This design comes from an exercise in tuning for small area on the open sky130 flow, not from production work. In this exercise RTL edits were held to simulation tests only and were not proved equivalent to the original. The clock port is modelled as an ideal driver; clocking choices that lean on that would not hold on a real chip. Power and IR drop assume default switching activity.

--- flow/flow/run.sh ---
#!/bin/bash
# Own layout flow: the standard flow (standard.sh, unchanged synthesis)
# with these changes to how the layout is made:
#  - port buffers are buf_1 instead of the default buffer cell,
#  - clock tree synthesis without dummy loads, with clkbuf_8 buffers and
#    sink clusters of up to 18 flip-flops,
#  - after clock tree synthesis (flow/post_cts.tcl): power recovery
#    (downsizing cells off the critical paths), then slew/capacitance and
#    setup repair and placement legalization again.
# standard.sh's output goes to standard_flow.log here; ORFS keeps each
# step's own log under orfs/logs/.
set -euo pipefail
bash standard.sh \
  "BUFFER_PORTS_ARGS=-buffer_cell sky130_fd_sc_hd__buf_1" \
  "CTS_ARGS=-sink_clustering_enable -repair_clock_nets -buf_list sky130_fd_sc_hd__clkbuf_8 -sink_clustering_size 18 -sink_clustering_max_diameter 60 -dont_use_dummy_load" \
  "POST_CTS_TCL=$(pwd)/flow/post_cts.tcl" \
  finish > standard_flow.log 2>&1
--- flow/config.mk ---
export PLATFORM = sky130hd
export DESIGN_NAME = ex_stage
export DESIGN_NICKNAME = ex_stage
export VERILOG_FILES = /design/flow/design.v
export SDC_FILE = /design/flow/constraint.sdc
export NUM_CORES = 4
export LEC_CHECK = 0
export CAP_MARGIN = 20
export CORE_MARGIN = 2
export CORE_UTILIZATION = 45
export GPL_TIMING_DRIVEN = 0
export SETUP_SLACK_MARGIN = 0.05
export SLEW_MARGIN = 20
export SYNTH_HIERARCHICAL = 1
--- flow/flow/post_cts.tcl ---
# Downsize cells off the critical paths, then fix any slew or capacitance
# violation that creates, and legalize the placement again.
estimate_parasitics -placement
repair_timing -recover_power 100 -setup_margin $::env(SETUP_SLACK_MARGIN) -verbose
repair_design_helper
detailed_placement
estimate_parasitics -placement
repair_timing_helper -setup
detailed_placement
check_placement -verbose
--- flow/standard.sh ---
#!/bin/bash
# synth_recipe.tcl (not shown) runs the flow's synth.tcl, then flattens the netlist and writes it again
# the make line also repeats each setting of config.mk as NAME=value (left out here)
make -C /OpenROAD-flow-scripts/flow DESIGN_CONFIG=/design/flow/config.mk WORK_HOME=/design/flow/orfs CLKGATE_MAP_FILE= SYNTH_SCRIPT=/design/flow/synth_recipe.tcl "${@:-finish}"
--- flow/constraint.sdc ---
create_clock -name core_clock -period 8.0 [get_ports {iw_clk}]
set_input_delay 1.6000 -clock core_clock [delete_from_list [all_inputs] [get_ports {iw_clk}]]
set_output_delay 1.6000 -clock core_clock [all_outputs]
set_load 0.01 [all_outputs]
--- flow/design.v ---
package ex_isa_pkg;
    typedef enum logic [6-1:0] {
        OPC_MOV   = 6'h00,
        OPC_ADD   = 6'h01,
        OPC_SUB   = 6'h02,
        OPC_AND   = 6'h03,
        OPC_OR    = 6'h04,
        OPC_XOR   = 6'h05,
        OPC_SHL   = 6'h06,
        OPC_SHR   = 6'h07,
        OPC_CMP   = 6'h08,
        OPC_JCC   = 6'h09,
        OPC_MOVI  = 6'h10,
        OPC_ADDI  = 6'h11,
        OPC_SUBI  = 6'h12,
        OPC_ANDI  = 6'h13,
        OPC_ORI   = 6'h14,
        OPC_XORI  = 6'h15,
        OPC_CMPI  = 6'h16,
        OPC_ADDS  = 6'h20,
        OPC_SUBS  = 6'h21,
        OPC_MOVIS = 6'h30,
        OPC_ADDIS = 6'h31,
        OPC_SUBIS = 6'h32
    } opcode_e;
    typedef enum logic [4-1:0] {
        CC_RA = 4'd0,
        CC_EQ = 4'd1,
        CC_NE = 4'd2,
        CC_LT = 4'd3,
        CC_GT = 4'd4,
        CC_GE = 4'd5,
        CC_LE = 4'd6,
        CC_BT = 4'd7,
        CC_AT = 4'd8,
        CC_BE = 4'd9,
        CC_AE = 4'd10
    } cc_e;
    typedef struct packed {
        opcode_e                  opcode;
        logic [4-1:0] tgt;
        logic [4-1:0] src;
        cc_e                      cc;
        logic [24-6-2*4-4-1:0] pad;
    } r_form_t;
    typedef struct packed {
        opcode_e                  opcode;
        logic [4-1:0] tgt;
        logic [24-6-4-12-1:0] pad;
        logic [12-1:0]     imm;
    } i_form_t;
    typedef union packed {
        r_form_t r;
        i_form_t i;
    } instr_u;
endpackage
package ex_pipe_pkg;
    typedef struct packed {
        logic z;
        logic c;
        logic n;
        logic v;
    } flags_t;
    typedef struct packed {
        logic [24-1:0] src_val;
        logic [24-1:0] tgt_val;
        logic [24-1:0] imm_val;
    } operands_t;
    typedef struct packed {
        logic                     valid;
        logic                     we;
        logic [4-1:0] tgt;
        logic [24-1:0]    data;
    } result_t;
    typedef struct packed {
        logic                  taken;
        logic [24-1:0] pc;
    } branch_t;
endpackage
`timescale 1ns/1ps
module ex_regfile (
    input  logic [16*24-1:0] regs,
    input  logic [16-1:0]            tsel,
    input  logic [16-1:0]            ssel,
    input  logic                              t_xsel,
    input  logic [24-1:0]             t_x,
    input  logic                              s_xsel,
    input  logic [24-1:0]             s_x,
    output logic [24-1:0]             t_val,
    output logic [24-1:0]             s_val
);
    for (genvar j = 0; j < 24; j++) begin : g_bit
        logic [16:0] td, sd;
        for (genvar i = 0; i < 16; i++) begin : g_reg
            assign td[i] = regs[i*24 + j];
        end
        assign sd = {s_x[j], td[15:0]};
        ex_rf_bit t_i (.d({t_x[j], td[15:0]}), .s({t_xsel, tsel}), .y(t_val[j]));
        ex_rf_bit s_i (.d(sd), .s({s_xsel, ssel}), .y(s_val[j]));
    end
endmodule
module ex_rf_bit (
    input  logic [16:0] d,
    input  logic [16:0] s,
    output logic        y
);
    logic [4:0] n;
    for (genvar k = 0; k < 5; k++) begin : g_aoi
        ex_rf_aoi222 a_i (.a0(d[3*k]), .b0(s[3*k]), .a1(d[3*k+1]), .b1(s[3*k+1]),
                          .a2(d[3*k+2]), .b2(s[3*k+2]), .y(n[k]));
    end
    ex_rf_fin c_i (.n(n[4:0]), .a0(d[15]), .b0(s[15]), .a1(d[16]), .b1(s[16]), .y(y));
endmodule
module ex_rf_aoi222 (
    input  logic a0, b0, a1, b1, a2, b2,
    output logic y
);
    assign y = ~((a0 & b0) | (a1 & b1) | (a2 & b2));
endmodule
module ex_rf_fin (
    input  logic [4:0] n,
    input  logic       a0, b0, a1, b1,
    output logic       y
);
    assign y = ~(&n & ~((a0 & b0) | (a1 & b1)));
endmodule
`timescale 1ns/1ps
module ex_alu (
    input  logic [24-1:0] a,         
    input  logic [24-1:0] b,         
    input  logic                  sub,
    input  logic                  sel_sum,
    input  logic                  sel_and,
    input  logic                  sel_or,
    input  logic                  sel_xor,
    input  logic                  sel_shl,
    input  logic                  sel_shr,
    output logic [24-1:0] res,
    output logic                  cout,
    output logic                  ovf,
    output logic                  big        
);
    localparam int W = 24;
    logic [W-1:0] g, p, sum, y;
    ex_add add_i (.a(a), .b(b), .sub(sub), .g(g), .p(p), .sum(sum), .cout(cout), .ovf(ovf));
    ex_shift shift_i (.a(a), .amt(b[4:0]), .rev(sel_shl), .y(y));
    logic sel_g, sel_p, en_shr, en_shl;
    assign big    = (|b[W-1:5]) | (b[4] & b[3]);
    assign sel_g  = sel_and | sel_or;
    assign sel_p  = sel_or | sel_xor;
    assign en_shr = sel_shr & ~big;
    assign en_shl = sel_shl & ~big;
    for (genvar i = 0; i < W; i++) begin : g_res
        ex_ao5 res_i (.s0(sel_sum), .d0(sum[i]), .s1(sel_g), .d1(g[i]), .s2(sel_p), .d2(p[i]),
                      .s3(en_shr), .d3(y[i]), .s4(en_shl), .d4(y[W-1-i]), .y(res[i]));
    end
endmodule
module ex_add (
    input  logic [24-1:0] a,
    input  logic [24-1:0] b,
    input  logic                  sub,
    output logic [24-1:0] g,
    output logic [24-1:0] p,
    output logic [24-1:0] sum,
    output logic                  cout,
    output logic                  ovf
);
    localparam int W = 24;
    logic [W-1:0] bx, gg, pp;
    logic [W:0]   c;
    assign bx = b ^ {W{sub}};
    assign g  = a & bx;
    assign p  = a ^ bx;
    always_comb begin
        gg = g;
        pp = p;
        gg[0] = g[0] | (p[0] & sub);
        for (int d = 1; d < W; d = d * 2)
            for (int i = 2 * d - 1; i < W; i += 2 * d) begin
                gg[i] = gg[i] | (pp[i] & gg[i-d]);
                pp[i] = pp[i] & pp[i-d];
            end
        for (int d = 8; d >= 1; d = d / 2)
            for (int i = 3 * d - 1; i < W; i += 2 * d) begin
                gg[i] = gg[i] | (pp[i] & gg[i-d]);
                pp[i] = pp[i] & pp[i-d];
            end
    end
    assign c    = {gg, sub};
    assign sum  = p ^ c[W-1:0];
    assign cout = c[W];
    assign ovf  = c[W] ^ c[W-1];
endmodule
module ex_shift (
    input  logic [24-1:0] a,
    input  logic [4:0]            amt,
    input  logic                  rev,
    output logic [24-1:0] y
);
    localparam int W = 24;
    logic [W-1:0] l [6];    
    for (genvar i = 0; i < W; i++) begin : g_rev
        ex_mx2i m_i (.a(a[i]), .b(a[W-1-i]), .s(rev), .y(l[0][i]));
    end
    for (genvar k = 0; k < 5; k++) begin : g_lvl
        for (genvar i = 0; i < W; i++) begin : g_bit
            if (i + (1 << k) < W) begin : g_mux
                ex_mx2i m_i (.a(l[k][i]), .b(l[k][i + (1 << k)]), .s(amt[k]), .y(l[k+1][i]));
            end else if (k % 2 == 0) begin : g_fill_n
                ex_nor2 f_i (.a(l[k][i]), .b(amt[k]), .y(l[k+1][i]));
            end else begin : g_fill_t
                ex_nand2b f_i (.a(l[k][i]), .b_n(amt[k]), .y(l[k+1][i]));
            end
        end
    end
    assign y = l[5];
endmodule
module ex_mx2i (
    input  logic a, b, s,
    output logic y
);
    assign y = ~(s ? b : a);
endmodule
module ex_nor2 (
    input  logic a, b,
    output logic y
);
    assign y = ~(a | b);
endmodule
module ex_nand2b (
    input  logic a, b_n,
    output logic y
);
    assign y = ~(a & ~b_n);
endmodule
module ex_ao5 (
    input  logic s0, d0, s1, d1, s2, d2, s3, d3, s4, d4,
    output logic y
);
    assign y = (s0 & d0) | (s1 & d1) | (s2 & d2) | (s3 & d3) | (s4 & d4);
endmodule
`timescale 1ns/1ps
module ex_result_reg (
    input  logic [3:0] cc,
    input  logic [3:0] flags,
    output logic       hit
);
    logic fz, fc, fn, fv, lt;
    assign {fz, fc, fn, fv} = flags;
    assign lt = fn ^ fv;
    always_comb begin
        case (cc)
            4'd0:  hit = 1'b1;
            4'd1:  hit = fz;
            4'd2:  hit = ~fz;
            4'd3:  hit = lt;
            4'd4:  hit = ~fz & ~lt;
            4'd5:  hit = ~lt;
            4'd6:  hit = fz | lt;
            4'd7:  hit = fc;
            4'd8:  hit = ~fz & ~fc;
            4'd9:  hit = fc | fz;
            4'd10: hit = ~fc;
            default: hit = 1'b0;
        endcase
    end
endmodule
`timescale 1ns/1ps
module ex_stage (
    input  logic                  iw_clk,
    input  logic                  iw_rst,
    input  logic                  instr_valid,
    input  logic [24-1:0] instr,     
    input  logic [24-1:0] pc,
    output logic [24+5:0] result,    
    output logic [24:0]   branch,    
    output logic [3:0]            flags      
);
    localparam int W = 24;
    localparam int N = 16;
    logic [5:0]  opc;
    logic [3:0]  ta, sa, cc;
    logic [11:0] imm;
    assign opc = instr[23:18];
    assign ta  = instr[17:14];
    assign sa  = instr[13:10];
    assign cc  = instr[9:6];
    assign imm = instr[11:0];
    logic op_mov, op_movis, op_add, op_sub, op_cmp, op_adds, op_subs;
    logic op_and, op_or, op_xor, op_shl, op_shr, op_jcc;
    always_comb begin
        {op_mov, op_movis, op_add, op_sub, op_cmp, op_adds, op_subs} = '0;
        {op_and, op_or, op_xor, op_shl, op_shr, op_jcc} = '0;
        case (opc)
            6'h00, 6'h10: op_mov   = 1'b1;
            6'h30:        op_movis = 1'b1;
            6'h01, 6'h11: op_add   = 1'b1;
            6'h02, 6'h12: op_sub   = 1'b1;
            6'h08, 6'h16: op_cmp   = 1'b1;
            6'h20, 6'h31: op_adds  = 1'b1;
            6'h21, 6'h32: op_subs  = 1'b1;
            6'h03, 6'h13: op_and   = 1'b1;
            6'h04, 6'h14: op_or    = 1'b1;
            6'h05, 6'h15: op_xor   = 1'b1;
            6'h06:        op_shl   = 1'b1;
            6'h07:        op_shr   = 1'b1;
            6'h09:        op_jcc   = 1'b1;
            default: ;
        endcase
    end
    logic moveop, signed_op, sub, wr, upd_z, sext;
    assign moveop    = op_mov | op_movis;
    assign signed_op = op_adds | op_subs;
    assign sub       = op_sub | op_cmp | op_subs;
    assign wr        = moveop | op_add | op_sub | signed_op | op_and | op_or |
                       op_xor | op_shl | op_shr;
    assign upd_z     = wr | op_cmp;
    assign sext      = (opc == 6'h30) || (opc == 6'h31) || (opc == 6'h32);
    logic [N*W-1:0] regs;
    logic [N-1:0]   vld;
    logic [W-1:0]   res;
    logic           we;
    assign we = instr_valid & wr;
    always_ff @(posedge iw_clk) begin
        for (int i = 0; i < N; i++)
            if (we && ta == i) regs[i*W +: W] <= res;
    end
    always_ff @(posedge iw_clk or posedge iw_rst) begin
        if (iw_rst)
            vld <= '0;
        else
            for (int i = 0; i < N; i++)
                if (we && ta == i) vld[i] <= 1'b1;
    end
    logic [N-1:0] tsel, ssel;
    logic [W-1:0] a, b;
    always_comb
        for (int i = 0; i < N; i++) begin
            tsel[i] = vld[i] && (ta == i) && !op_jcc && !moveop;
            ssel[i] = vld[i] && (sa == i) && !opc[4];
        end
    ex_regfile rf_i (
        .regs   (regs),
        .tsel   (tsel),
        .ssel   (ssel),
        .t_xsel (op_jcc),
        .t_x    (pc),
        .s_xsel (opc[4]),
        .s_x    ({{(W-12){sext & imm[11]}}, imm}),
        .t_val  (a),
        .s_val  (b)
    );
    logic cout, ovf, big;
    ex_alu alu_i (
        .a       (a),
        .b       (b),
        .sub     (sub),
        .sel_sum (moveop | op_add | sub | signed_op | op_jcc),
        .sel_and (op_and),
        .sel_or  (op_or),
        .sel_xor (op_xor),
        .sel_shl (op_shl),
        .sel_shr (op_shr),
        .res     (res),
        .cout    (cout),
        .ovf     (ovf),
        .big     (big)
    );
    logic [3:0] fl, nfl, fl_out;
    logic       zsrc, zq, z;
    logic       hit;
    logic [W-1:0] r_data;
    assign z      = zsrc ? (r_data == '0) : zq;
    assign fl_out = {z, fl[2:0]};
    ex_result_reg cond_i (.cc(cc), .flags(fl_out), .hit(hit));
    always_comb begin
        nfl = fl;
        if (op_add)               nfl[2] = cout;
        if (op_sub | op_cmp)      nfl[2] = ~cout;
        if (signed_op | op_movis) nfl[1] = res[W-1];
        if (signed_op)            nfl[0] = ovf;
        if (op_movis)             nfl[0] = 1'b0;
        if (op_shl | op_shr)      nfl[0] = big;
    end
    logic         r_valid, r_we, r_taken;
    logic [3:0]   r_tgt;
    always_ff @(posedge iw_clk or posedge iw_rst) begin
        if (iw_rst) begin
            r_valid <= 1'b0;
            r_we    <= 1'b0;
            r_taken <= 1'b0;
            fl      <= '0;
            zsrc    <= 1'b0;
            zq      <= 1'b0;
        end else begin
            r_valid <= instr_valid;
            r_we    <= we;
            r_taken <= instr_valid & op_jcc & hit;
            zsrc    <= instr_valid & upd_z;
            zq      <= z;
            if (instr_valid)
                fl <= nfl;
        end
    end
    always_ff @(posedge iw_clk) begin
        r_tgt  <= ta;
        r_data <= res;
    end
    assign result = {r_valid, r_we, r_tgt, r_data};
    assign branch = {r_taken, r_data};
    assign flags  = fl_out;
endmodule
==> key figures, run 1 <==
Pwr
  • Maximum VDD drop: 0.138 mV
  • Flop pwr share: 0.573
  • Total power: 4.57 mW
  • Pwr dens: 200 mW/mm^2
  • Leakage: 8.20 nW
  • Clock network fraction of total power: 0.242
  • Logic gate share of total power: 0.185
  • Switch Pwr: 1.32 mW
  • Sw Share: 0.289
  • Int Power: 3.25 mW

Setup path
  • Critical path class: in2reg
  • Slowest CP cell: or3_4
  • Max stage delay on crit path: 0.60 ns
  • CP Buf/Inv Count: 4
  • Crit-path max FO: 25
  • Critical path arrival: 8.15 ns
  • CP top delay family: simple AND/OR/NAND/NOR gates
  • CP required: 8.44 ns
  • CP cell instances: clkbuf_1 -> buf_4 -> clkbuf_1 -> nor3b_1 -> and3_2 -> a222oi_1 -> nand3_1 -> or3_4 -> xor2_1 -> inv_1 -> fa_1 -> nand2b_1 -> a21oi_2 -> nand3b_2 -> a41oi_4 -> nor3_2 -> a211oi_1 -> fa_1 -> xnor2_1 -> a222oi_1 -> nand2_4 -> mux2_2
  • Crit path launch type: primary input
  • Crit. End Element: flop

Place
  • Gp weighted congestion: 0.944
  • Pre-CTS setup slack: -0.617 ns
  • DP HPWL: 47900 um
  • Post-DP Area: 0.0227 sq mm
  • # port buffers: 108
  • Placed Cells incl. Taps: 2227

Global routing
  • Vias in the first global route: 15700
  • Total gr overflow: 0
  • Largest net degree at the start of global routing: 27
  • GRT Overall Usage: 0.303
  • First-pass GRT wire length: 105000 um
  • Antenna violations before repair: 2

Logic synthesis
  • Sequential share of the synthesized area: 0.609
  • Yosys cell types: 70
  • Area of the mapped netlist: 0.0208 sq mm
  • Number of synthesized flops with an enable pin: 384
  • Cell count after synthesis: 1480
  • FFs w/ async S/R, synth: 0.0550
  • Share of the synthesized area in the top cell type: 0.553
  • Yosys warnings: 11
  • Yosys top cell by area: edfxtp_1
  • Largest cells by area after synthesis: edfxtp_1 55%, a222oi_1 13%, mux2i_1 5.5%
  • Register bit total from synthesis: 436
  • Synthesized area per cell: 14.1 sq um
  • Prevailing post-synth register cell: edfxtp_1

Status
  • Outcome: complete, no violations

Drt
  • Vias per cell: 7.18
  • DRT antenna net count: 0
  • DR iter-0 viols: 2834
  • Wire per inst: 32.5 um
  • DRC Markers: 0
  • Routed length on met3: 9280 um
  • Top Layer Used: met4
  • DR pass1 iterations: 13
  • Vias: 16300
  • Post-Route M1 WL: 28600 um
  • Detailed Route WL: 73700 um
  • WL met2: 33400 um

STA
  • Min cycle time layout: 7.70 ns
  • Final max-slew violation count: 0
  • Final setup fails: 0
  • Endpoints failing hold: 0
  • Achievable frequency: 0.130 GHz
  • Slew @ Worst Pin: 1.08 ns
  • Max Clock Skew: 0.126 ns
  • Final worst setup slack: 0.296 ns
  • Relative slew slack: 0.274
  • RSZ-0062 raised after global routing: false
  • Worst hold slack: 0.492 ns
  • Final Cycle Share: 0.963

Run
  • Max Cap Violations: 0

Floorplan
  • Ports: 110
  • Core Area: 0.0456 sq mm
  • Die area: 0.0481 sq mm
  • Die Wd: 219 um
  • Die Span Y: 219 um
  • Initial Utilization: 0.457
  • Core Rows: 78

Clock network
  • Clock transition at path regs: 0.06 ns
  • Clock sinks: 436
  • Skew-Pair Late Insertion Delay: 0.65 ns
  • TritonCTS clock tree: done

Cells and area
  • Share of cells above drive strength 1: 0.0956
  • Final cell count without fillers: 2267
  • Fin nets: 1753
  • Final Cell Area: 0.0229 sq mm
  • Synth-to-Final Area Change: 9.71%

Hold path
  • Path category of the worst min-delay check: reg2reg
## area by class of cell
class / instances / area, sq um
clock buffers: 35 / 482
plain buffers: 46 / 299
repair buffers: 149 / 687
inverters: 31 / 116
well taps: 600 / 751
flip-flops and latches: 436 / 12700
diodes: 3 / 7.51
multi-input cells: 967 / 7830
fillers: 3966 / 22700
## stage by stage
stage                util  setup TNS [ns]
global placement    0.483        -1261.60
detailed placement  0.498          -24.68
global route        0.502               0
floorplan               -               0
finish              0.502               0
## cell usage in the layout, fill, tap and decap left out, types with 8 or more instances in the layout
cell type	synthesis	layout
clkbuf_1	7	23
mux2i_1	114	114
inv_1	31	30
nand2_1	92	91
clkbuf_8	0	35
dfrtp_1	24	24
nand3_1	52	52
buf_1	3	110
o21bai_1	13	12
a22o_1	48	48
nand2b_1	21	21
edfxtp_1	384	384
nor4_1	14	12
ha_1	24	24
buf_4	30	8
or3_1	51	47
a222oi_1	264	264
xor2_1	32	32
a22oi_1	25	25
and3_2	0	32
nor2_1	55	52
nor2b_1	9	9
a21oi_1	15	15
clkbuf_2	1	13
fa_1	12	12
clkbuf_4	0	27
dfxtp_1	28	28
## sequential cells by signal (all words and copies together), names as in the netlist
| name | count |
|---|---|
| vld | 16 |
| zsrc | 1 |
| r_data | 24 |
| r_taken | 1 |
| r_tgt | 4 |
| r_valid | 1 |
| r_we | 1 |
| regs | 384 |
| zq | 1 |
| flags | 3 |
## power groups by stage
stage	sequential, mW	clock (mW)	combinational, mW
6_report	2.62	1.11	0.843
5_1_grt	2.63	1.19	0.902
3_5_place_dp	2.67	0	0.828
3_3_place_gp	2.67	0	0.807
2_1_floorplan	2.66	0	0.513
## per-module statistics from Yosys, one instance, submodules excluded, excerpt
| module | cells inside | cell area (sq um) | times used | flops+latches |
|---|---|---|---|---|
| ex_ao5 | 3 | 21.3 | 24 | 0 |
| ex_rf_fin | 4 | 23.8 | 48 | 0 |
| ex_stage | 648 | 14000 | 1 | 436 |
| ex_rf_aoi222 | 1 | 10.0 | 240 | 0 |
| ex_nor2 | 1 | 3.75 | 21 | 0 |
| ex_result_reg | 17 | 125 | 1 | 0 |
| ex_add | 151 | 1310 | 1 | 0 |
| ex_alu | 16 | 91.3 | 1 | 0 |
| ex_mx2i | 1 | 10.0 | 113 | 0 |
| ex_nand2b | 1 | 6.26 | 10 | 0 |
## worst register-to-register path: stages, from the launching register on
cell	delay [ns]
dfrtp_1	0.39
and3_2	0.47
a222oi_1	0.49
nand3_1	0.28
or3_4	0.60
xor2_1	0.26
inv_1	0.09
fa_1	0.42
nand2b_1	0.19
a21oi_2	0.21
nand3b_2	0.21
a41oi_4	0.17
nor3_2	0.21
a211oi_1	0.09
fa_1	0.45
xnor2_1	0.16
a222oi_1	0.50
nand2_4	0.31
mux2_2	0.36
## cell families after synthesis
logic type	count (synthesis)	share of synthesized area
buffers and inverters	77	0.0199
XOR/XNOR	38	0.0160
multiplexers	116	0.0558
AO/OA/AOI/OAI	411	0.182
adder cells (fa/ha/maj)	37	0.0264
flip-flops	436	0.609
AND/OR/NAND/NOR	365	0.0905
## synth_stat cells, types with 6 or more instances
library cell  instances
fa_1                 12
dfrtp_1              24
a21oi_1              15
inv_1                31
mux2i_1             114
a222oi_1            264
edfxtp_1            384
ha_1                 24
or3_1                51
nand2b_1             21
and3_1               34
a22oi_1              25
nor2b_1               9
clkbuf_1              7
nand2_1              92
nand4_1               7
nor3_1                8
o21bai_1             13
nor4_1               14
xnor2_1               6
o21ai_0               7
a22o_1               48
buf_4                30
nor2_1               55
dfxtp_1              28
nand3_1              52
xor2_1               32
## layer usage
| layer | vias to the layer above | global-route usage |
|---|---|---|
| li1 | 6821 | - |
| met1 | 8180 | 0.417 |
| met2 | 1125 | 0.471 |
| met3 | 151 | 0.0700 |
| met4 | 0 | 0.110 |
| met5 | - | 0 |
## path summary, 6_finish.rpt
check / startpoint / end / slack [ns] / cells after the start
worst max-delay path: instr[22] / flags[1]$_DFFE_PP0P_ / 0.30 / 22
worst min-delay path: vld[15]$_DFFE_PP0P_ / vld[15]$_DFFE_PP0P_ / 0.49 / 1
worst max register to register: vld[6]$_DFFE_PP0P_ / flags[1]$_DFFE_PP0P_ / 1.97 / 18
worst min register to register: vld[15]$_DFFE_PP0P_ / vld[15]$_DFFE_PP0P_ / 0.49 / 1
max in group asynchronous: iw_rst / zsrc$_DFF_PP0_ / 6.73 / 3
min in group asynchronous: iw_rst / flags[0]$_DFFE_PP0P_ / 0.91 / 2
==> inputs of run 2 (changes only) <==
--- a/flow/flow/run.sh
+++ b/flow/flow/run.sh
@@ -1,6 +1,8 @@
 #!/bin/bash
 # Own layout flow: the standard flow (standard.sh, unchanged synthesis)
 # with these changes to how the layout is made:
+#  - the buffers that synthesis (ABC) inserted are removed at floorplan,
+#    and placement's repair inserts the ones the layout needs,
 #  - port buffers are buf_1 instead of the default buffer cell,
 #  - clock tree synthesis without dummy loads, with clkbuf_8 buffers and
 #    sink clusters of up to 18 flip-flops,
@@ -14,4 +16,5 @@
   "BUFFER_PORTS_ARGS=-buffer_cell sky130_fd_sc_hd__buf_1" \
   "CTS_ARGS=-sink_clustering_enable -repair_clock_nets -buf_list sky130_fd_sc_hd__clkbuf_8 -sink_clustering_size 18 -sink_clustering_max_diameter 60 -dont_use_dummy_load" \
   "POST_CTS_TCL=$(pwd)/flow/post_cts.tcl" \
+  "REMOVE_ABC_BUFFERS=1" \
   finish > standard_flow.log 2>&1
==> run 2 against run 1 <==
Against the previous run: via count shrank 1.7%; still clean on timing, DRC and antenna; setup slack got worse by 0.047 ns; sequential cell count unchanged; global-route usage decreased by 1.4 points; clock skew fell by 0.051 ns; first-iteration DRC count fell by 0.74%; total power decreased by 1.2%; highest routed layer is now met5.
==> key figures, run 2 <==
Status
  • Outcome: complete, no violations (unchanged)

STA
  • Final max-slew violation count: 0 (unchanged)
  • Slew @ Worst Pin: 1.10 ns (was 1.08 ns)
  • Final setup fails: 0 (unchanged)
  • Max Clock Skew: 0.0755 ns (was 0.126 ns)
  • Relative slew slack: 0.261 (was 0.274)
  • RSZ-0062 raised after global routing: false (unchanged)
  • Setup TNS: 0 ns (unchanged)
  • Final Cycle Share: 0.969 (was 0.963)
  • Min cycle time layout: 7.75 ns (was 7.70 ns)
  • Endpoints failing hold: 0 (unchanged)
  • Achievable frequency: 0.129 GHz (was 0.130 GHz)
  • Final worst setup slack: 0.248 ns (was 0.296 ns)

Logic synthesis
  • Share of the synthesized area in the top cell type: 0.553 (unchanged)
  • Register bit total from synthesis: 436 (unchanged)
  • Largest cells by area after synthesis: edfxtp_1 55%, a222oi_1 13%, mux2i_1 5.5% (unchanged)
  • Number of synthesized flops with an enable pin: 384 (unchanged)
  • Prevailing post-synth register cell: edfxtp_1 (unchanged)
  • FFs w/ async S/R, synth: 0.0550 (unchanged)
  • Yosys top cell by area: edfxtp_1 (unchanged)
  • Sequential share of the synthesized area: 0.609 (unchanged)
  • Yosys cell types: 70 (unchanged)
  • Post-synth top cells: 384 x edfxtp_1, 264 x a222oi_1, 114 x mux2i_1 (unchanged)
  • Yosys warnings: 11 (unchanged)
  • Count leader, synth: edfxtp_1 (unchanged)
  • Area of the mapped netlist: 0.0208 sq mm (unchanged)
  • Cell count after synthesis: 1480 (unchanged)
  • Synthesized area per cell: 14.1 sq um (unchanged)

Cells and area
  • Largest regs: regs x384, r_data x24, vld x16 (unchanged)
  • Share of cells above drive strength 1: 0.0766 (was 0.0956)
  • Final Cell Area: 0.0226 sq mm (was 0.0229 sq mm)
  • Max reg flops: 384 (unchanged)
  • Fin nets: 1708 (was 1753)
  • Layout Utilization: 0.495 (was 0.502)
  • Synth-to-Final Area Change: 8.20% (was 9.71%)
  • Register bank with the most flops: regs (unchanged)
  • Multi-input logic area: 0.00784 sq mm (was 0.00783 sq mm)
  • FF/Latch Area: 0.0127 sq mm (unchanged)
  • Commonest non-fill, non-tap cell in the layout: edfxtp_1 (unchanged)
  • Most frequent cells in the layout: 384 x edfxtp_1, 264 x a222oi_1, 114 x mux2i_1 (unchanged)
  • Fillers: 3958 (was 3966)

Global routing
  • Vias in the first global route: 15300 (was 15700)
  • Total gr overflow: 0 (unchanged)
  • Antenna violations before repair: 4 (was 2)
  • GRT Overall Usage: 0.289 (was 0.303)
  • First-pass GRT wire length: 101000 um (was 105000 um)
  • Largest net degree at the start of global routing: 27 (unchanged)

Clock network
  • Skew-Pair Late Insertion Delay: 0.61 ns (was 0.65 ns)
  • Clock transition at path regs: 0.08 ns (was 0.06 ns)
  • Clock sinks: 436 (unchanged)
  • TritonCTS clock tree: done (unchanged)

Floorplan
  • Core Rows: 78 (unchanged)
  • Ports: 110 (unchanged)
  • Die area: 0.0481 sq mm (unchanged)
  • Initial Utilization: 0.457 (unchanged)
  • Die Span Y: 219 um (unchanged)
  • Die Wd: 219 um (unchanged)
  • Core Area: 0.0456 sq mm (unchanged)

Setup path
  • Worst r2r path cells: 18 (unchanged)
  • CP required: 8.45 ns (was 8.44 ns)
  • Slowest CP cell: or3_1 (was or3_4)
  • CP Buf/Inv Count: 1 (was 4)
  • CP top delay family: simple AND/OR/NAND/NOR gates (unchanged)
  • Reg2reg start: vld[9]$_DFFE_PP0P_ (was vld[6]$_DFFE_PP0P_)
  • Critical path arrival: 8.21 ns (was 8.15 ns)
  • CP cell instances: buf_2 -> nor3b_1 -> and3_2 -> a222oi_1 -> nand3_1 -> or3_1 -> xor2_1 -> ha_1 -> o211ai_1 -> a21oi_2 -> nand3b_2 -> a41oi_4 -> nor3_1 -> a211oi_1 -> fa_1 -> xnor2_1 -> a222oi_1 -> nand2_2 -> mux2_2 (was clkbuf_1 -> buf_4 -> clkbuf_1 -> nor3b_1 -> and3_2 -> a222oi_1 -> nand3_1 -> or3_4 -> xor2_1 -> inv_1 -> fa_1 -> nand2b_1 -> a21oi_2 -> nand3b_2 -> a41oi_4 -> nor3_2 -> a211oi_1 -> fa_1 -> xnor2_1 -> a222oi_1 -> nand2_4 -> mux2_2)
  • Crit path launch type: primary input (unchanged)
  • Critical path class: in2reg (unchanged)
  • Max stage delay on crit path: 0.86 ns (was 0.60 ns)
  • Reg2Reg Capture Point: flags[1]$_DFFE_PP0P_ (unchanged)
  • Crit-path max FO: 26 (was 25)
  • Crit. End Element: flop (unchanged)
  • R2r setup slk: 1.64 ns (was 1.97 ns)
  • Most frequent CP cell: a222oi_1

Place
  • Gp weighted congestion: 0.932 (was 0.944)
  • Pre-CTS setup slack: -0.412 ns (was -0.617 ns)
  • Post-DP Area: 0.0224 sq mm (was 0.0227 sq mm)
  • DP HPWL: 46900 um (was 47900 um)
  • # port buffers: 109 (was 108)

Hold path
  • Worst Hold End: vld[12]$_DFFE_PP0P_ (was vld[15]$_DFFE_PP0P_)
  • Hold path depth: 1 (unchanged)
  • Path category of the worst min-delay check: reg2reg (unchanged)
  • Hold path start: vld[12]$_DFFE_PP0P_ (was vld[15]$_DFFE_PP0P_)

Drt
  • Detailed Route WL: 70400 um (was 73700 um)
  • DRT antenna net count: 0 (unchanged)
  • DR iter-0 viols: 2813 (was 2834)
  • Wire per inst: 31.7 um (was 32.5 um)
  • DRC Markers: 0 (unchanged)
  • DR pass1 iterations: 11 (was 13)
  • Vias per cell: 7.21 (was 7.18)
  • Vias: 16000 (was 16300)

Pwr
  • Maximum VDD drop: 0.119 mV (was 0.138 mV)
  • Leakage: 8.00 nW (was 8.20 nW)
  • Pwr dens: 200 mW/mm^2 (about the same)

Run
  • Max Cap Violations: 0 (unchanged)
run 2: logic make-up (layout without fill, tap and decap cells):
| logic type | after synthesis | after routing | share of synthesized area |
|---|---|---|---|
| flip-flops | 436 | 436 | 0.609 |
| AO/OA/AOI/OAI | 411 | 411 | 0.182 |
| AND/OR/NAND/NOR | 365 | 365 | 0.0905 |
| multiplexers | 116 | 116 | 0.0558 |
| buffers and inverters | 77 | 216 | 0.0199 |
| XOR/XNOR | 38 | 38 | 0.0160 |
| adder cells (fa/ha/maj) | 37 | 37 | 0.0264 |
| other | 0 | 2 | 0 |
run 2: worst register-to-register path, stage by stage, from the launching register on:
cell,delay (ns)
dfrtp_1,0.41
and3_2,0.40
a222oi_1,0.51
nand3_1,0.28
or3_2,0.82
xor2_1,0.31
inv_1,0.08
fa_1,0.41
nand2b_1,0.19
a21oi_2,0.23
nand3b_2,0.22
a41oi_4,0.18
nor3_1,0.23
a211oi_1,0.09
fa_1,0.50
xnor2_1,0.17
a222oi_1,0.36
nand2_2,0.41
mux2_2,0.42
run 2: how the worst max path moves through the flow:
| stage | from | endpoint | cells past startpoint | slack, ns |
|---|---|---|---|---|
| after floorplan | instr[23] | flags[1]$_DFFE_PP0P_ | 17 | 0.28 |
| after global placement | instr[22] | flags[1]$_DFFE_PP0P_ | 17 | -3.97 |
| after detailed placement | instr[22] | flags[1]$_DFFE_PP0P_ | 19 | -0.41 |
| after global routing | instr[18] | flags[1]$_DFFE_PP0P_ | 20 | 0.06 |
| final | instr[22] | flags[1]$_DFFE_PP0P_ | 19 | 0.25 |
run 2: cell type report:
class	instances	area share
sequential	436	0.563
clock buffer	35	0.0214
timing repair buffer	150	0.0297
multi-input combinational	967	0.348
antenna	2	0.000222
tap	600	0.0333
inverter	31	0.00516
run 2: metrics by stage:
stage          power (mW)  hold slack (ns)  instances
5_1_grt              4.66            0.511       2219
2_1_floorplan        3.14            0.436       1434
3_5_place_dp         3.46            0.472       2182
3_3_place_gp         3.43            0.463       2143
6_report             4.51            0.485       2221
run 2: per-layer routing:
metal,GRT usage,wire length (um),up-vias
li1,-,-,6726
met5,0,13,-
met2,0.464,32600,1052
met1,0.402,28000,8114
met4,0.0797,1740,2
met3,0.0564,8140,112
run 2: modules after synthesis (local to each module, per instance), excerpt:
module         cells  cell area [sq um]  copies in the design
ex_add           151               1310                     1
ex_alu            16               91.3                     1
ex_ao5             3               21.3                    24
ex_mx2i            1               10.0                   113
ex_nand2b          1               6.26                    10
ex_nor2            1               3.75                    21
ex_result_reg     17                125                     1
ex_rf_aoi222       1               10.0                   240
ex_rf_fin          4               23.8                    48
ex_stage         648              14000                     1
run 2: power breakdown:
group	switching, mW	internal [mW]
Combinational	0.555	0.249
Clock	0.699	0.394
Sequential	0.0346	2.58
Total	1.29	3.23
==> inputs of run 3 (changes only) <==
==> flow/flow/run.sh (replaced) <==
#!/bin/bash
# Own layout flow: the standard flow (standard.sh, unchanged synthesis)
# with these changes to how the layout is made:
#  - the buffers that synthesis (ABC) inserted are removed at floorplan,
#    and placement's repair inserts the ones the layout needs,
#  - port buffers are buf_1 instead of the default buffer cell,
#  - clock tree synthesis without dummy loads, with clkbuf_8 buffers and
#    sink clusters of up to 16 flip-flops,
#  - after clock tree synthesis (flow/post_cts.tcl): power recovery
#    (downsizing cells off the critical paths), then slew/capacitance and
#    setup repair and placement legalization again.
# standard.sh's output goes to standard_flow.log here; ORFS keeps each
# step's own log under orfs/logs/.
set -euo pipefail
bash standard.sh \
  "BUFFER_PORTS_ARGS=-buffer_cell sky130_fd_sc_hd__buf_1" \
  "CTS_ARGS=-sink_clustering_enable -repair_clock_nets -buf_list sky130_fd_sc_hd__clkbuf_8 -sink_clustering_size 16 -sink_clustering_max_diameter 50 -dont_use_dummy_load" \
  "POST_CTS_TCL=$(pwd)/flow/post_cts.tcl" \
  "REMOVE_ABC_BUFFERS=1" \
  finish > standard_flow.log 2>&1
--- a/flow/config.mk
+++ b/flow/config.mk
@@ -9,6 +9,6 @@
 export CORE_MARGIN = 2
 export CORE_UTILIZATION = 45
 export GPL_TIMING_DRIVEN = 0
-export SETUP_SLACK_MARGIN = 0.05
+export SETUP_SLACK_MARGIN = 0.1
 export SLEW_MARGIN = 20
 export SYNTH_HIERARCHICAL = 1
==> run 3 against run 2 <==
Against the previous run: fmax about the same; still clean; global-route usage is 0.14 points higher; largest cell class unchanged; core utilization rose by 0.18 points; via count barely moved; final cell count is 0.32% higher; sequential share of layout area is 0.20 points lower; synthesized cell count did not move; synthesized area stayed put; combinational power hardly changed.
==> key figures, run 3 <==
Cells and area
  • Largest regs: regs x384, r_data x24, vld x16 (unchanged)
  • Most frequent cells in the layout: 384 x edfxtp_1, 264 x a222oi_1, 114 x mux2i_1 (unchanged)
  • Max reg flops: 384 (unchanged)
  • Commonest non-fill, non-tap cell in the layout: edfxtp_1 (unchanged)
  • Fin nets: 1713 (was 1708)
  • Final Cell Area: 0.0226 sq mm (about the same)
  • Share of cells above drive strength 1: 0.0800 (was 0.0766)
  • Synth-to-Final Area Change: 8.58% (was 8.20%)
  • Register bank with the most flops: regs (unchanged)

Pwr
  • Logic gate share of total power: 0.176 (was 0.178)
  • Switch Pwr: 1.30 mW (was 1.29 mW)
  • Leakage: 8.03 nW (was 8.00 nW)
  • Flop pwr share: 0.571 (was 0.580)
  • Maximum VDD drop: 0.163 mV (was 0.119 mV)
  • Total power: 4.58 mW (was 4.51 mW)
  • Int Power: 3.28 mW (was 3.23 mW)
  • Clock network fraction of total power: 0.253 (was 0.242)
  • Sw Share: 0.284 (was 0.286)
  • Pwr dens: 202 mW/mm^2 (was 200 mW/mm^2)

Setup path
  • Crit path launch type: primary input (unchanged)
  • Crit-path max FO: 26 (unchanged)
  • CP required: 8.50 ns (was 8.45 ns)
  • Critical path class: in2reg (unchanged)
  • Critical path startpoint: instr[11] (was instr[22])
  • Reg2reg start: vld[9]$_DFFE_PP0P_ (unchanged)
  • Critical path arrival: 8.24 ns (was 8.21 ns)
  • Crit. End Element: flop (unchanged)

Logic synthesis
  • Register bit total from synthesis: 436 (unchanged)
  • Cell count after synthesis: 1480 (unchanged)
  • Post-synth top cells: 384 x edfxtp_1, 264 x a222oi_1, 114 x mux2i_1 (unchanged)
  • Area of the mapped netlist: 0.0208 sq mm (unchanged)
  • Count leader, synth: edfxtp_1 (unchanged)
  • Share of the synthesized area in the top cell type: 0.553 (unchanged)
  • Yosys top cell by area: edfxtp_1 (unchanged)
  • Prevailing post-synth register cell: edfxtp_1 (unchanged)
  • Synthesized area per cell: 14.1 sq um (unchanged)
  • Yosys warnings: 11 (unchanged)
  • Yosys cell types: 70 (unchanged)
  • FFs w/ async S/R, synth: 0.0550 (unchanged)
  • Sequential share of the synthesized area: 0.609 (unchanged)
  • Largest cells by area after synthesis: edfxtp_1 55%, a222oi_1 13%, mux2i_1 5.5% (unchanged)
  • Number of synthesized flops with an enable pin: 384 (unchanged)

Global routing
  • Largest net degree at the start of global routing: 27 (unchanged)
  • Vias in the first global route: 15300 (about the same)
  • Antenna violations before repair: 4 (unchanged)
  • Total gr overflow: 0 (unchanged)
  • GRT Overall Usage: 0.291 (was 0.289)
  • First-pass GRT wire length: 101000 um (about the same)

STA
  • RSZ-0062 raised after global routing: false (unchanged)
  • Final setup fails: 0 (unchanged)
  • Final Cycle Share: 0.968 (was 0.969)
  • Min cycle time layout: 7.74 ns (was 7.75 ns)
  • Slew @ Worst Pin: 1.11 ns (was 1.10 ns)
  • Max Clock Skew: 0.0610 ns (was 0.0755 ns)
  • Relative slew slack: 0.256 (was 0.261)
  • Achievable frequency: 0.129 GHz (about the same)
  • Endpoints failing hold: 0 (unchanged)
  • Final worst setup slack: 0.256 ns (was 0.248 ns)
  • Final max-slew violation count: 0 (unchanged)
  • Worst hold slack: 0.487 ns (was 0.485 ns)
  • Setup TNS: 0 ns (unchanged)

Floorplan
  • Die Span Y: 219 um (unchanged)
  • Core Rows: 78 (unchanged)
  • Core Area: 0.0456 sq mm (unchanged)
  • Die area: 0.0481 sq mm (unchanged)
  • Ports: 110 (unchanged)
  • Die Wd: 219 um (unchanged)
  • Initial Utilization: 0.457 (unchanged)

Place
  • Gp weighted congestion: 0.932 (unchanged)
  • # port buffers: 109 (unchanged)
  • Post-DP Area: 0.0224 sq mm (unchanged)
  • Pre-CTS setup slack: -0.412 ns (unchanged)
  • DP HPWL: 46900 um (unchanged)

Drt
  • Vias per cell: 7.19 (was 7.21)
  • DR pass1 iterations: 11 (unchanged)
  • DRC Markers: 0 (unchanged)
  • Detailed Route WL: 70500 um (was 70400 um)
  • DR iter-0 viols: 3066 (was 2813)
  • Wire per inst: 31.7 um (about the same)
  • DRT antenna net count: 0 (unchanged)
  • Vias: 16000 (about the same)

Run
  • Max Cap Violations: 0 (unchanged)

Status
  • Outcome: complete, no violations (unchanged)

Hold path
  • Path category of the worst min-delay check: reg2reg (unchanged)
  • Hold path start: vld[12]$_DFFE_PP0P_ (unchanged)

Clock network
  • Clock sinks: 436 (unchanged)
  • TritonCTS clock tree: done (unchanged)
  • Skew-Pair Late Insertion Delay: 0.64 ns (was 0.61 ns)
  • Clock transition at path regs: 0.08 ns (about the same)
[run 3: changes by cell type in the layout (fill, tap and decap cells not counted)]
cell	before	now
a2bb2oi_2	0	1
clkbuf_8	35	40
diode_2	2	4
a2bb2oi_1	2	1
[run 3: final cells by class]
cell class / instances / area [sq um]
clock buffer: 40 / 551
fill: 3948 / 22900
tap: 600 / 751
inverter: 31 / 116
antenna: 4 / 10.0
sequential: 436 / 12700
multi-input combinational: 967 / 7840
timing repair buffer: 150 / 669
[run 3: Yosys stat by module (local to each module, per instance), a selection]
| module | times used | cells | cell area, sq um |
|---|---|---|---|
| ex_ao5 | 24 | 3 | 21.3 |
| ex_nor2 | 21 | 1 | 3.75 |
| ex_alu | 1 | 16 | 91.3 |
| ex_mx2i | 113 | 1 | 10.0 |
| ex_rf_fin | 48 | 4 | 23.8 |
| ex_nand2b | 10 | 1 | 6.26 |
| ex_rf_aoi222 | 240 | 1 | 10.0 |
| ex_result_reg | 1 | 17 | 125 |
| ex_stage | 1 | 648 | 14000 |
[run 3: cells by family after synthesis]
family | synth area share
simple gates | 0.0905
fa+ha+maj | 0.0264
buf+inv | 0.0199
xor+xnor | 0.0160
flops | 0.609
mux | 0.0558
compound gates | 0.182
[run 3: critical path: stages]
cell	delay (ns)
buf_1	0.26
nor3b_1	0.65
and3_2	0.79
a222oi_1	0.23
nand3_1	0.27
or3_1	0.87
xor2_1	0.23
ha_1	0.38
o211ai_1	0.11
a21oi_2	0.20
nand3b_2	0.21
a41oi_4	0.19
nor3_1	0.23
a211oi_1	0.09
fa_1	0.50
xnor2_1	0.18
a222oi_1	0.37
nand2_2	0.42
mux2_2	0.41
[run 3: layer usage]
layer / wire [um] / up-vias / track usage / share of wire
li1: - / 6738 / - / -
met1: 27600 / 8061 / 0.403 / 0.39
met2: 32800 / 1098 / 0.465 / 0.47
met3: 8290 / 121 / 0.0529 / 0.12
met4: 1820 / 2 / 0.0914 / 0.026
met5: 13 / - / 0 / 0.00018
[run 3: through the flow]
stage / instances / util
6_report: 2228 / 0.497
5_1_grt: 2224 / 0.496
3_5_place_dp: 2182 / 0.492
3_3_place_gp: 2143 / 0.476
2_1_floorplan: 1434 / -
[run 3: power groups by stage]
stage / Sequential (mW) / Combinational, mW / Clock, mW
floorplan: 2.67 / 0.468 / 0
global placement: 2.67 / 0.769 / 0
detailed placement: 2.67 / 0.791 / 0
global route: 2.62 / 0.863 / 1.25
finish: 2.62 / 0.806 / 1.16
[run 3: worst paths after layout]
kind | end | slack [ns] | cells past startpoint
setup / recovery | flags[1]$_DFFE_PP0P_ | 0.26 | 19
hold / removal | vld[12]$_DFFE_PP0P_ | 0.49 | 1
setup reg to reg | flags[1]$_DFFE_PP0P_ | 1.63 | 18
hold reg to reg | vld[12]$_DFFE_PP0P_ | 0.49 | 1
max in group asynchronous | vld[5]$_DFFE_PP0P_ | 6.54 | 4
min in group asynchronous | flags[2]$_DFFE_PP0P_ | 0.88 | 2

-- afterwards: timing with drivers on the ports --
Ports are ideal in the flow. The routed layouts listed here were re-timed in OpenROAD. Step 1 assumes that a clkbuf_16 drives the clock port and a buf_2 every other input. Step 2 times the ports against the registers' clock, not the clock port: input delays grow and output delays shrink by t, the midpoint of the rising clock arrivals with the driver on. a / b / c = ideal ports / drivers / drivers and shift; a / b = the first two.
run	t (ns)	slack for setup (ns)	cell pins on the clock port's net
run 1	0.643	0.296 / 0.325 / -0.318	1
run 2	0.619	0.248 / 0.277 / -0.342	1
run 3	0.660	0.256 / 0.279 / -0.382	1
With both steps, setup timing fails in every run listed, where it was met with ideal ports. For run 3, which loses most, drivers alone change the setup slack by +0.023 ns; drivers and shift together by -0.638 ns.
